This design comes from an exercise in tuning for a short achievable clock period and few clock cycles on the open sky130 flow, not from production work.
Only simulation tests tie the RTL to the original design; equivalence was not proved.
Power and IR drop assume default switching activity.

==> inputs of run a <==
## core_v2
module core_v2
#(
   parameter int              XLEN     = 32,
   parameter int              ADDR_W   = 13,
   parameter int              SEL_W    = 2,
   parameter logic [XLEN-1:0] RESET_PC = '0
)(
   input  wire logic  clk,
   input  wire logic  rst,
   output logic              bus_req,
   output logic [ADDR_W-1:0] bus_addr,
   output logic [SEL_W-1:0]  bus_sel,
   output logic [1:0]        bus_op,
   output logic [XLEN-1:0]   bus_wdata,
   input  wire logic         bus_ack,
   input  wire logic [XLEN-1:0] bus_rdata,
   output logic       halted,
   output logic       illegal,
   output logic [XLEN-1:0] pc
);
==> flow/config.mk <==
export PLATFORM = sky130hd
export DESIGN_NAME = core_v2
export DESIGN_NICKNAME = core_v2
export VERILOG_FILES = /design/flow/design.v
export SDC_FILE = /design/flow/constraint.sdc
export NUM_CORES = 4
export LEC_CHECK = 0
export ABC_CLOCK_PERIOD_IN_PS = 3000
export CAP_MARGIN = 20
export CORE_MARGIN = 2
export CORE_UTILIZATION = 40
export SETUP_SLACK_MARGIN = 5
export SLEW_MARGIN = 20
==> flow/constraint.sdc <==
create_clock -name core_clock -period 12.0 [get_ports {clk}]
set_input_delay 2.4000 -clock core_clock [delete_from_list [all_inputs] [get_ports {clk}]]
set_output_delay 2.4000 -clock core_clock [all_outputs]
set_load 0.01 [all_outputs]
run.sh (not shown) runs the stock make flow with config.mk's settings and CLKGATE_MAP_FILE= SYNTH_SCRIPT=/design/flow/synth_recipe.tcl, a recipe that flattens the netlist after the stock synthesis.
==> run b: changes against run a <==
--- a/flow/design.v
+++ b/flow/design.v
@@ -138,18 +138,16 @@
    logic            r_req;       
    logic            r_fetch;     
    logic            r_data;      
    logic            r_gap;       
    logic            r_bgap;      
    logic            r_halted, r_illegal;
-   logic            r_first;     
    logic [XLEN-1:0] r_fa;        
    logic [ADDR_W-1:0] r_baddr;   
-   logic [SEL_W-1:0] r_bsel;     
+   logic [SEL_W-1:0] r_bsel;
    logic [1:0]      r_bop;
-   logic [XLEN-1:0] w_fa;        
    logic [XLEN-1:0] r_pc;        
    logic            r_ex;        
    logic            r_we;        
    logic [9:0]      r_asel;      
    logic [4:0]      r_ra;
    logic [XLEN-1:0] r_a, r_b, r_c;
@@ -179,13 +177,12 @@
    logic            w_rf_we;
    logic [XLEN-1:0] w_rf_wdata, w_alu_y;
    logic [XLEN-1:0] w_rf_a, w_rf_b, w_rf_c;
    logic [XLEN-1:0] w_rd_a, w_rd_b, w_rd_c;
    logic            w_rf_nz_a, w_nz_a;
    logic            w_fwd;
-   assign w_fa   = r_first ? RESET_PC : r_fa;
    assign w_fack = r_fetch && bus_ack;
    assign w_dack = r_data && bus_ack;
    assign w_ld   = w_dack && !r_bop[0];
    assign w_fwd      = r_ex && r_we;
    assign w_rf_we    = (w_fwd || w_ld) && !rst;
    assign w_rf_wdata = r_data ? bus_rdata : w_alu_y;
@@ -201,21 +198,21 @@
       .rd_a  (w_rf_a),
       .rd_b  (w_rf_b),
       .rd_c  (w_rf_c),
       .nz_a  (w_rf_nz_a)
    );
    always_comb begin
-      if (d_ra == core_pkg::c_pc_idx)    w_rd_a = w_fa;
+      if (d_ra == core_pkg::c_pc_idx)    w_rd_a = r_fa;
       else if (w_fwd && r_ra == d_ra)    w_rd_a = w_alu_y;
       else                               w_rd_a = w_rf_a;
-      if (d_ra == core_pkg::c_pc_idx)    w_nz_a = (w_fa != '0);
+      if (d_ra == core_pkg::c_pc_idx)    w_nz_a = (r_fa != '0);
       else                               w_nz_a = w_rf_nz_a;
-      if (d_rb == core_pkg::c_pc_idx)    w_rd_b = w_fa;
+      if (d_rb == core_pkg::c_pc_idx)    w_rd_b = r_fa;
       else if (w_fwd && r_ra == d_rb)    w_rd_b = w_alu_y;
       else                               w_rd_b = w_rf_b;
-      if (d_rc == core_pkg::c_pc_idx)    w_rd_c = w_fa;
+      if (d_rc == core_pkg::c_pc_idx)    w_rd_c = r_fa;
       else if (w_fwd && r_ra == d_rc)    w_rd_c = w_alu_y;
       else                               w_rd_c = w_rf_c;
    end
    logic [XLEN-1:0] d_a, d_b, d_early, d_next, d_baddr, w_fa_inc;
    logic            d_sel_b, d_sel_c, d_sel_e;
    assign d_a      = (d_type == core_pkg::T_CALC_CONST_A) ? d_imm20 : w_rd_b;
@@ -237,22 +234,22 @@
          4'd8:    d_asel[8] = 1'b1;
          4'd9:    d_asel[9] = 1'b1;
          4'd10:   d_asel[0] = 1'b1;
          default: d_asel = '0;
       endcase
    end
-   assign w_fa_inc = w_fa + XLEN'(1);
+   assign w_fa_inc = r_fa + XLEN'(1);
    assign d_bhaz   = d_br && w_fwd && r_ra == d_ra;
    assign d_taken  = d_br && !d_bhaz && w_nz_a;
    always_comb begin
       d_early = w_fa_inc;
       if (d_jfast) begin
          case (d_op[2:0])
             3'd0:    d_early = d_imm20;
             3'd1:    d_early = d_imm15;
-            3'd2:    d_early = w_fa + d_imm15;
+            3'd2:    d_early = r_fa + d_imm15;
             default: d_early = '0;
          endcase
       end
    end
    assign d_sel_b = (d_jfast && d_op[2:0] == 3'd0 && d_type != core_pkg::T_CALC_CONST_A) || d_taken;
    assign d_sel_c = d_jfast && d_op[2:0] == 3'd1 && d_type != core_pkg::T_CALC_CONST_B;
@@ -274,18 +271,24 @@
          r_data    <= 1'b0;
          r_gap     <= 1'b0;
          r_bgap    <= 1'b0;
          r_halted  <= 1'b0;
          r_illegal <= 1'b0;
          r_ex      <= 1'b0;
-         r_first   <= 1'b1;
+         r_fa      <= RESET_PC;
+         r_baddr   <= RESET_PC[ADDR_W-1:0];
+         r_bsel    <= '0;
+         r_bop     <= '0;
       end else begin
          r_ex <= 1'b0;
          if (w_fack) begin
-            r_first <= 1'b0;
             r_ex    <= d_alu;
+            r_fa    <= d_next;
+            r_baddr <= d_baddr[ADDR_W-1:0];
+            r_bsel  <= d_mem ? SEL_W'(d_op[3:2]) : SEL_W'(core_pkg::c_sel_ram);
+            r_bop   <= d_mem ? d_op[1:0] : 2'b00;
             if (d_mem) begin
                r_fetch <= 1'b0;
                r_data  <= 1'b1;
             end else if (d_jslow) begin
                r_req   <= 1'b0;
                r_fetch <= 1'b0;
@@ -302,65 +305,53 @@
             end
          end
          if (r_gap) begin
             r_gap   <= 1'b0;
             r_req   <= 1'b1;
             r_fetch <= 1'b1;
+            r_fa    <= w_alu_y;
+            r_baddr <= w_alu_y[ADDR_W-1:0];
          end
          if (r_bgap) begin
             r_bgap  <= 1'b0;
             r_req   <= 1'b1;
             r_fetch <= 1'b1;
+            if (r_c != '0) begin
+               r_fa    <= r_a;
+               r_baddr <= r_a[ADDR_W-1:0];
+            end
          end
          if (w_dack) begin
             r_data  <= 1'b0;
             r_fetch <= 1'b1;
+            r_bsel  <= SEL_W'(core_pkg::c_sel_ram);
+            r_bop   <= 2'b00;
+            if (w_ld && r_ra == core_pkg::c_pc_idx) begin
+               r_fa    <= bus_rdata;
+               r_baddr <= bus_rdata[ADDR_W-1:0];
+            end else begin
+               r_baddr <= r_fa[ADDR_W-1:0];
+            end
          end
       end
    end
    always_ff @(posedge clk) begin
       if (w_fack) begin
-         r_fa    <= d_next;
-         r_baddr <= d_baddr[ADDR_W-1:0];
-         if (d_mem) begin
-            r_bsel <= SEL_W'(d_op[3:2]);
-            r_bop  <= d_op[1:0];
-         end
-      end
-      if (r_gap) begin
-         r_fa    <= w_alu_y;
-         r_baddr <= w_alu_y[ADDR_W-1:0];
-      end
-      if (r_bgap && r_c != '0) begin
-         r_fa    <= r_a;
-         r_baddr <= r_a[ADDR_W-1:0];
-      end
-      if (w_dack) begin
-         if (w_ld && r_ra == core_pkg::c_pc_idx) begin
-            r_fa    <= bus_rdata;
-            r_baddr <= bus_rdata[ADDR_W-1:0];
-         end else begin
-            r_baddr <= r_fa[ADDR_W-1:0];
-         end
-      end
-   end
-   always_ff @(posedge clk) begin
-      if (w_fack) begin
-         r_pc <= w_fa;
+         r_pc <= r_fa;
          r_asel <= d_asel;
          r_ra <= d_ra;
          r_we <= !d_pcw;
-         r_a  <= (d_alu && d_pcrel) ? w_fa : d_a;
+         r_a  <= (d_alu && d_pcrel) ? r_fa : d_a;
          r_b  <= d_b;
          r_c  <= w_rd_a;
       end
    end
    assign bus_req   = r_req && !rst;
-   assign bus_addr  = r_first ? RESET_PC[ADDR_W-1:0] : r_baddr;
-   assign bus_sel   = r_data ? r_bsel : SEL_W'(core_pkg::c_sel_ram);
-   assign bus_op    = r_data ? r_bop : 2'b00;
+   assign bus_addr  = r_baddr;
+   assign bus_sel   = r_bsel;
+   assign bus_op    = r_bop;
    assign bus_wdata = r_c;
    assign halted    = r_halted;
    assign illegal   = r_illegal;
    assign pc        = r_pc;
 endmodule
 `default_nettype wire
==> flow/flow/run.sh (new file) <==
#!/bin/bash
set -euo pipefail
MARGIN=${OWN_SETUP_MARGIN:-7}
bash standard.sh synth > synth.log 2>&1
sed 's|"\${@:-finish}"|SETUP_SLACK_MARGIN='"$MARGIN"' "${@:-finish}"|' standard.sh > standard_margin.sh
grep -q "SETUP_SLACK_MARGIN=$MARGIN" standard_margin.sh
bash standard_margin.sh > layout.log 2>&1
test -f out/final.def
==> flow/standard.sh (new file) <==
#!/bin/bash
# synth_recipe.tcl (not shown) runs the flow's synth.tcl, then flattens the netlist and writes it again
# the make line also repeats each setting of config.mk as NAME=value (left out here)
make -C /OpenROAD-flow-scripts/flow DESIGN_CONFIG=/design/flow/config.mk WORK_HOME=/design/flow/orfs CLKGATE_MAP_FILE= SYNTH_SCRIPT=/design/flow/synth_recipe.tcl "${@:-finish}"
removed: flow/run.sh
==> run c: changes against run a <==
==> flow/flow/run.sh (new file) <==
#!/bin/bash
set -euo pipefail
MARGIN=${OWN_SETUP_MARGIN:-8}
bash standard.sh synth > synth.log 2>&1
sed 's|"\${@:-finish}"|SETUP_SLACK_MARGIN='"$MARGIN"' "${@:-finish}"|' standard.sh > standard_margin.sh
grep -q "SETUP_SLACK_MARGIN=$MARGIN" standard_margin.sh
bash standard_margin.sh > layout.log 2>&1
test -f out/final.def
==> flow/standard.sh (new file) <==
#!/bin/bash
# synth_recipe.tcl (not shown) runs the flow's synth.tcl, then flattens the netlist and writes it again
# the make line also repeats each setting of config.mk as NAME=value (left out here)
make -C /OpenROAD-flow-scripts/flow DESIGN_CONFIG=/design/flow/config.mk WORK_HOME=/design/flow/orfs CLKGATE_MAP_FILE= SYNTH_SCRIPT=/design/flow/synth_recipe.tcl "${@:-finish}"
removed: flow/run.sh
==> run d: changes against run a <==
==> flow/flow/run.sh (new file) <==
#!/bin/bash
set -euo pipefail
MARGIN=${OWN_SETUP_MARGIN:-7}
bash standard.sh synth > synth.log 2>&1
sed 's|"\${@:-finish}"|SETUP_SLACK_MARGIN='"$MARGIN"' "${@:-finish}"|' standard.sh > standard_margin.sh
grep -q "SETUP_SLACK_MARGIN=$MARGIN" standard_margin.sh
bash standard_margin.sh > layout.log 2>&1
test -f out/final.def
==> flow/standard.sh (new file) <==
#!/bin/bash
# synth_recipe.tcl (not shown) runs the flow's synth.tcl, then flattens the netlist and writes it again
# the make line also repeats each setting of config.mk as NAME=value (left out here)
make -C /OpenROAD-flow-scripts/flow DESIGN_CONFIG=/design/flow/config.mk WORK_HOME=/design/flow/orfs CLKGATE_MAP_FILE= SYNTH_SCRIPT=/design/flow/synth_recipe.tcl "${@:-finish}"
removed: flow/run.sh
==> comparison <==
Run c completed with no timing, DRC or antenna violations. Run b passed the timing, DRC and antenna checks. Run a ran to the end with no violations. Run d finished clean.
Against run a, the critical path depth of run d is lower by 1.
In run b the cell count is lower than in run a, by about 1.6%.
Non-clock buffer count, highest first: run c, run b, run d, run a.
In run d the count of clock-buffer cells in the layout is higher than in run c, by 13.
Of run a and run b, run a has the higher clock power (gap about 0.9%, measured against run b).
The lowest total power belongs to run a, the highest to run c.
Against run a, the maximum frequency of run b is higher by about 22%.
==> figures <==
| quantity | run b | run d | run a | run c |
|---|---|---|---|---|
| Crit path capture | bus_req | r_a[9]$_DFFE_PP_ | r_baddr[11]$_DFFE_PP_ | bus_req |
| Power attributed to sequential cells | 5280 uW | 5320 uW | 5310 uW | 5300 uW |
| Layout Utilization | 45.51% | 45.58% | 44.55% | 52.72% |
| Worst path setup slack after routing | 6684 ps | 6820 ps | 5517 ps | 6878 ps |
| Register-to-register path setup slack | 7000 ps | 6970 ps | 6300 ps | 7770 ps |
| Post-Place Worst Slack | 5070 ps | 4847 ps | 4834 ps | 4572 ps |
| HP Start | r_bop[1]$_SDFFE_PP0P_ | r_halted$_SDFFE_PP0P_ | r_halted$_SDFFE_PP0P_ | r_halted$_SDFFE_PP0P_ |
| Post-DP HPWL | 200,500 um | 211,300 um | 211,600 um | 224,100 um |
| Clock network area share | 5.130% | 5.270% | 5.211% | 4.482% |
| Routed WL per cell | 38.32 um | 39.29 um | 38.40 um | 43.80 um |
| Result of the run | complete, no violations | complete, no violations | complete, no violations | complete, no violations |
| Final-layout clock buffer total | 181 | 193 | 181 | 180 |
| Worst-skew pair later-pin latency | 840 ps | 830 ps | 820 ps | 850 ps |
| Adder-Cell Fraction of Synth Area | 2.012% | 1.988% | 1.988% | 1.988% |
| Share of post-route cells with drive strength above 1 | 27.75% | 26.69% | 24.55% | 41.04% |
Testbench counts of run a, summed over its fixed seeds: cycles 114,194.
Testbench counts of run b, summed over its fixed seeds: cycles 114,194.
Testbench counts of run c, summed over its fixed seeds: cycles 114,194.
Testbench counts of run d, summed over its fixed seeds: cycles 114,194.

## separate check: timing with driven ports
The results above use ideal ports. As a check the final layouts listed here were re-extracted and re-timed, cells and wires unchanged.
Step 1 (the two cells are an assumption about what drives the block):
set clk [get_ports {clk}]
set_driving_cell -lib_cell sky130_fd_sc_hd__clkbuf_16 $clk
set_driving_cell -lib_cell sky130_fd_sc_hd__buf_2 [delete_from_list [all_inputs] $clk]
Step 2 times the ports against the registers' clock, not the clock port: input delays grow and output delays shrink by t, the midpoint of the rising clock arrivals with the driver on.
Slacks: no drivers / after step 1 / after step 2; pairs: no drivers / after step 1.
| run | t, ns | setup slack, ns | slew at the worst register clock pin (ns) |
|---|---|---|---|
| run a | 0.895 | 5.517 / 5.540 / 4.664 | 0.07 / 0.07 |
| run b | 0.903 | 6.684 / 6.636 / 5.975 | 0.07 / 0.07 |
| run c | 0.923 | 6.878 / 6.832 / 6.240 | 0.07 / 0.07 |
| run d | 0.896 | 6.820 / 6.826 / 5.930 | 0.07 / 0.07 |
After both steps setup and hold are still met in every run listed. For run d, which loses most, drivers alone change the setup slack by +0.006 ns; drivers and shift together by -0.890 ns.
